From an optimization exercise on the open Yosys and OpenROAD flow, aimed at small area and a short achievable clock period; shortcuts taken in it are not production practice. At most, simulation tests tie the RTL to the original design; equivalence was not proved.

== build 63 ==
// rsi_top
module rsi_top
(
    input  logic   clk,
    input  logic   reset,
    input  logic [16-1:0] price,
    input  logic   price_valid,
    input  logic   eod,
    output logic   rsi_valid,
    output logic [7-1:0]   rsi,
    output logic   buy,
    output logic   sell
);
Size: ~30 I/O pins.
Settings: LEC_CHECK=0, CAP_MARGIN=20, CORE_MARGIN=2, CORE_UTILIZATION=40, CTS_CLUSTER_DIAMETER=120, CTS_CLUSTER_SIZE=30, SETUP_SLACK_MARGIN=3.9, SLEW_MARGIN=20; clock period 6.5 ns.
run.sh (not shown) runs the stock make flow with config.mk's settings and CLKGATE_MAP_FILE= SYNTH_SCRIPT=/design/flow/synth_recipe.tcl, a recipe that flattens the netlist after the stock synthesis.
Inputs modified between build 63 and build 54:
- an added ABC_AREA of 1
- a change of SETUP_SLACK_MARGIN from 3.9 to 3.6
### Flow results
Delta (build 54 minus build 63): number of antenna repair diodes climbed 1, via count climbed 33%.
X dimension of the die: build 54 vs build 63 up about 7%
Build 54 vs build 63: clock-buffer cell count up by a few percent
Delay of the slowest critical-path stage: build 54 higher than build 63
Diff build 63 -> build 54 | average via count per standard cell | down slightly
Delta (build 54 minus build 63): instance count after placement with tap cells included higher.
Edits applied to the flow inputs when going from build 54 to build 69:
- swapping 3.6 for 3.9 in SETUP_SLACK_MARGIN
Results
- Worst setup slack delta (build 69 − build 54): favourable
- Cell area | build 69 vs build 54 | build 69 larger
- Re wire length on met3: build 54 and build 69 aren't equal, and the higher value belongs to build 69.
- The higher endpoint arrival time on the critical path of build 54 and build 69 is in build 54.
- Looking at class of the most critical setup path, the flip-flop to flip-flop result is from build 54; the flip-flop to primary output one comes from build 69.
diff inputs: build 69 => build 2
- a change of SETUP_SLACK_MARGIN from 3.9 to 4.2
==> comparison <==
- Build 2 has completed all stages; timing, DRC and antenna checks passed.
- On placed cell area, build 69 tracks build 2 almost exactly.
- Wire length of the first global-routing pass (lower): build 69
- Build 2 vs. build 69: worst hold path cell count stayed essentially flat; hold slack flat; shortest period the worst path allows moved down.
- Relative to build 69, measured slew at the worst slew-check pin has gone down in build 2.
- On routed wire length, the higher figure sits with build 2, not build 69.


## maple
Another version of the RTL of rsi_top (not shown whole).
Size in the first run: roughly 2600 cells after synthesis, roughly 650 flip-flops, ~0.030 mm² of cells after synthesis.
## rsi_top
module rsi_top
(
    input  logic   clk,
    input  logic   reset,
    input  logic [16-1:0] price,
    input  logic   price_valid,
    input  logic   eod,
    output logic   rsi_valid,
    output logic [7-1:0]   rsi,
    output logic   buy,
    output logic   sell
);
clock: 6.5 ns
lec_check: 0
cap_margin: 20
core_margin: 2
core_utilization: 40
setup_slack_margin: 4.0
slew_margin: 20
Relative to maple, the following input files were edited for pine:
Settings: a change of SETUP_SLACK_MARGIN from 4.0 to 3.0; an added ABC_AREA of 1.
Notes after the runs:
Summary of pine over maple: final area dropped about 3.2%.
Higher wire length of the first global-routing pass was reported by pine, not maple.
No functional check of the RTL was part of any run of this note.


rsi_top, a different RTL version from the one above (not shown whole).
For scale: roughly 3,100 cells after synthesis, ~710 flip-flops, roughly 30 I/O pins, ~0.031 mm2 of cells after synthesis.
## rsi_top
module rsi_top
(
    input  logic   clk,
    input  logic   reset,
    input  logic [16-1:0] price,
    input  logic   price_valid,
    input  logic   eod,
    output logic   rsi_valid,
    output logic [7-1:0]   rsi,
    output logic   buy,
    output logic   sell
);
Settings: LEC_CHECK=0, ABC_AREA=1, CAP_MARGIN=20, CORE_MARGIN=2, CORE_UTILIZATION=40, CTS_CLUSTER_DIAMETER=110, CTS_CLUSTER_SIZE=28, SETUP_SLACK_MARGIN=4.1, SLEW_MARGIN=20; clock period 6.5 ns.
Then changed:
- CTS_CLUSTER_DIAMETER: 110 -> 120
- CTS_CLUSTER_SIZE: 28 -> 30
- SETUP_SLACK_MARGIN: 4.1 -> 3.9
=> The changed run passed the timing, design-rule and antenna checks. Register-to-register slack gets worse by 0.03 ns. Fmax goes down slightly. Sequential share of layout area rose by 2.1 points.
Then changed:
- CTS_CLUSTER_DIAMETER: 120 -> 110
- CTS_CLUSTER_SIZE: 30 -> 28
Final area rises slightly.
Sequential cell count is unchanged.
Setup slack degrades by 0.0098 ns.
Register-to-register slack gains 0.03 ns.


The RTL this note starts from:
==> flow/design.v <==
module rsi_top
(
    input  logic   clk,
    input  logic   reset,
    input  logic [16-1:0] price,
    input  logic   price_valid,
    input  logic   eod,
    output logic   rsi_valid,
    output logic [7-1:0]   rsi,
    output logic   buy,
    output logic   sell
);
    localparam int PW    = 16;
    localparam int SW    = 20;
    localparam int N     = 14;
    localparam int QW    = 7;
    localparam int XW    = 27;
    logic          take;
    logic [PW-1:0] prev;
    logic          have_prev;
    logic [3:0]    cnt;           
    logic [PW:0]   diff;
    logic          up;            
    logic [PW-1:0] code;          
    logic          mv_valid;
    logic          mv_first, mv_full, mv_out;
    logic          mv_up;
    logic [PW-1:0] mv_code;
    assign take = price_valid && !eod;
    assign diff = {1'b0, price} - {1'b0, prev};
    assign up   = !diff[PW];
    assign code = diff[PW-1:0] ^ {PW{!up}};
    always_ff @(posedge clk) begin
        if (take) prev <= price;
        mv_code  <= code;
        mv_up    <= up;
        mv_first <= (cnt == 4'd0);
        mv_full  <= (cnt == 4'(N));
        mv_out   <= (cnt >= 4'(N - 1));
    end
    always_ff @(posedge clk or posedge reset) begin
        if (reset) begin
            have_prev <= 1'b0;
            cnt       <= '0;
            mv_valid  <= 1'b0;
        end else if (eod) begin
            have_prev <= 1'b0;
            cnt       <= '0;
            mv_valid  <= 1'b0;
        end else begin
            mv_valid <= take && have_prev;
            if (take) have_prev <= 1'b1;
            if (take && have_prev && cnt != 4'(N)) cnt <= cnt + 4'd1;
        end
    end
    logic [PW:0]   win [N];       
    logic [SW-1:0] tsum, gsum;
    logic          sums_valid;
    logic [PW-1:0] old_code;
    logic          old_up;
    logic [SW-1:0] t_base, g_base;
    logic [SW-1:0] t_next, g_next;
    logic [PW-1:0] g_new, g_old;
    assign old_code = mv_full ? win[N-1][PW-1:0] : '0;
    assign old_up   = mv_full ? win[N-1][PW]     : 1'b1;
    assign t_base   = mv_first ? '0 : tsum;
    assign g_base   = mv_first ? '0 : gsum;
    assign g_new    = mv_up ? mv_code : '0;
    assign g_old    = old_up ? old_code : '0;
    logic [SW-1:0] new_ext, old_ext, gn_ext, go_ext;
    assign new_ext = {{(SW-PW){1'b0}}, mv_code};
    assign old_ext = {{(SW-PW){1'b0}}, old_code};
    assign gn_ext  = {{(SW-PW){1'b0}}, g_new};
    assign go_ext  = {{(SW-PW){1'b0}}, g_old};
    assign t_next = t_base + new_ext + ~old_ext + {{(SW-1){1'b0}}, !mv_up} + {{(SW-1){1'b0}}, old_up};
    assign g_next = g_base + gn_ext - go_ext;
    always_ff @(posedge clk) begin
        if (mv_valid) begin
            win[0] <= {mv_up, mv_code};
            for (int i = 1; i < N; i++) win[i] <= win[i-1];
            tsum <= t_next;
            gsum <= g_next;
        end
    end
    always_ff @(posedge clk or posedge reset) begin
        if (reset) sums_valid <= 1'b0;
        else       sums_valid <= mv_valid && mv_out;
    end
    localparam logic [6:0] REG_AFTER = 7'b1111110;
    localparam bit         MUL_REG   = 1'b1;
    logic [XW-1:0] dvd;
    logic [SW-1:0] dvs;
    logic          dv_valid;
    generate
        if (MUL_REG) begin : g_mul_reg
            always_ff @(posedge clk) begin
                dvd <= XW'(gsum) * XW'(100);
                dvs <= tsum;
            end
            always_ff @(posedge clk or posedge reset) begin
                if (reset) dv_valid <= 1'b0;
                else       dv_valid <= sums_valid;
            end
        end else begin : g_mul_wire
            assign dvd      = XW'(gsum) * XW'(100);
            assign dvs      = tsum;
            assign dv_valid = sums_valid;
        end
    endgenerate
    logic [SW:0]   hi_in  [7];    
    logic [XW-1:0] lo_in  [7];    
    logic [SW-1:0] dv_in  [7];
    logic [6:0]    q_in   [7];
    logic          v_in   [7];
    logic [SW-1:0] hi_out [7];
    logic [6:0]    q_out  [7];
    logic [SW-1:0] hi_r   [7];
    logic [XW-1:0] lo_r   [7];
    logic [SW-1:0] dv_r   [7];
    logic [6:0]    q_r    [7];
    logic          v_r    [7];
    genvar j;
    generate
        for (j = 6; j >= 0; j--) begin : g_step
            logic [SW:0] trial;
            logic        fits;
            if (j == 6) begin : g_first
                assign hi_in[j] = dvd[XW-1:6];
                assign lo_in[j] = XW'(dvd[5:0]);
                assign dv_in[j] = dvs;
                assign q_in[j]  = '0;
                assign v_in[j]  = dv_valid;
            end else begin : g_next
                logic [SW-1:0] h;
                logic [XW-1:0] l;
                logic [SW-1:0] d;
                logic [6:0]    q;
                logic          v;
                if (REG_AFTER[j+1]) begin : g_reg
                    assign h = hi_r[j+1];
                    assign l = lo_r[j+1];
                    assign d = dv_r[j+1];
                    assign q = q_r[j+1];
                    assign v = v_r[j+1];
                end else begin : g_wire
                    assign h = hi_out[j+1];
                    assign l = lo_in[j+1];
                    assign d = dv_in[j+1];
                    assign q = q_out[j+1];
                    assign v = v_in[j+1];
                end
                assign hi_in[j] = {h, l[j]};
                assign lo_in[j] = l;
                assign dv_in[j] = d;
                assign q_in[j]  = q;
                assign v_in[j]  = v;
            end
            assign trial     = hi_in[j] - {1'b0, dv_in[j]};
            assign fits      = !trial[SW];
            assign hi_out[j] = fits ? trial[SW-1:0] : hi_in[j][SW-1:0];
            assign q_out[j]  = q_in[j] | (7'(fits) << j);
            if (REG_AFTER[j]) begin : g_preg
                always_ff @(posedge clk) begin
                    hi_r[j] <= hi_out[j];
                    lo_r[j] <= XW'(lo_in[j][(j > 0 ? j : 1)-1:0]);
                    dv_r[j] <= dv_in[j];
                    q_r[j]  <= q_out[j];
                end
                always_ff @(posedge clk or posedge reset) begin
                    if (reset) v_r[j] <= 1'b0;
                    else       v_r[j] <= v_in[j];
                end
            end
        end
    endgenerate
    logic [6:0] q_fin;
    logic       v_fin;
    logic [6:0] rsi_d;
    assign q_fin = q_out[0];
    assign v_fin = v_in[0];
    assign rsi_d = (q_fin == 7'd127) ? 7'd50 : q_fin;
    always_ff @(posedge clk) begin
        rsi <= rsi_d;
    end
    always_ff @(posedge clk or posedge reset) begin
        if (reset) begin
            rsi_valid <= 1'b0;
            buy       <= 1'b0;
            sell      <= 1'b0;
        end else begin
            rsi_valid <= v_fin;
            buy       <= v_fin && (rsi_d < 7'(30));
            sell      <= v_fin && (rsi_d > 7'(70));
        end
    end
endmodule
Settings: LEC_CHECK=0, ABC_CLOCK_PERIOD_IN_PS=3500, CAP_MARGIN=20, CORE_MARGIN=2, CORE_UTILIZATION=40, SETUP_SLACK_MARGIN=3.0, SLEW_MARGIN=20; clock period 6.5 ns.
Change:
ABC_AREA = 1   (was unset)
ABC_CLOCK_PERIOD_IN_PS = unset   (was 3500)
SETUP_SLACK_MARGIN = unset   (was 3.0)
After rerunning: The new run finished with timing, DRC and antenna clean. Clock skew is lower by 4.0 ps. Core utilization goes down by 1.9 points. Sequential share of layout area drops by 2.7 points.
Function was not checked in any run of this note: the RTL went through the layout flow alone.

port drivers added, routing unchanged:
In the flow no input, the clock included, has a driving cell. The finished layouts below were timed again as built, in two steps.
Step 1, drivers: a clkbuf_16 drives clk and a buf_2 each remaining input, both assumed.
Step 2 times the ports against the registers' clock, not the clock port: input delays grow and output delays shrink by t, the midpoint of the rising clock arrivals with the driver on.
a / b / c = no drivers / after step 1 / after step 2; a / b = the first two.
run | t (ns) | slack for setup (ns) | worst slew at a driven data input, ns
build 63 | 0.682 | 3.438 / 3.438 / 3.438 | 0.04
build 54 | 0.694 | 3.794 / 3.779 / 3.794 | 0.04
build 69 | 0.695 | 3.954 / 3.888 / 4.014 | 0.04
build 2 | 0.683 | 4.050 / 3.985 / 4.113 | 0.05
maple | 0.676 | 2.850 / 2.850 / 2.850 | 0.05
pine | 0.670 | 3.153 / 3.153 / 2.928 | 0.04
the first run of note 3 | 0.684 | 4.024 / 4.004 / 4.024 | 0.05
the second run of note 3 | 0.669 | 3.980 / 3.916 / 3.993 | 0.04
the third run of note 3 | 0.684 | 3.970 / 3.905 / 4.015 | 0.04
the first run of note 4 | 0.651 | 2.897 / 2.897 / 2.501 | 0.03
the second run of note 4 | 0.669 | 2.845 / 2.845 / 2.845 | 0.04
After both steps setup and hold are still met in every run listed. The setup slack of the first run of note 4, which loses most, moves by 0.000 ns with the drivers and by -0.396 ns with both steps. The worst setup slack also covers recovery checks on asynchronous resets.
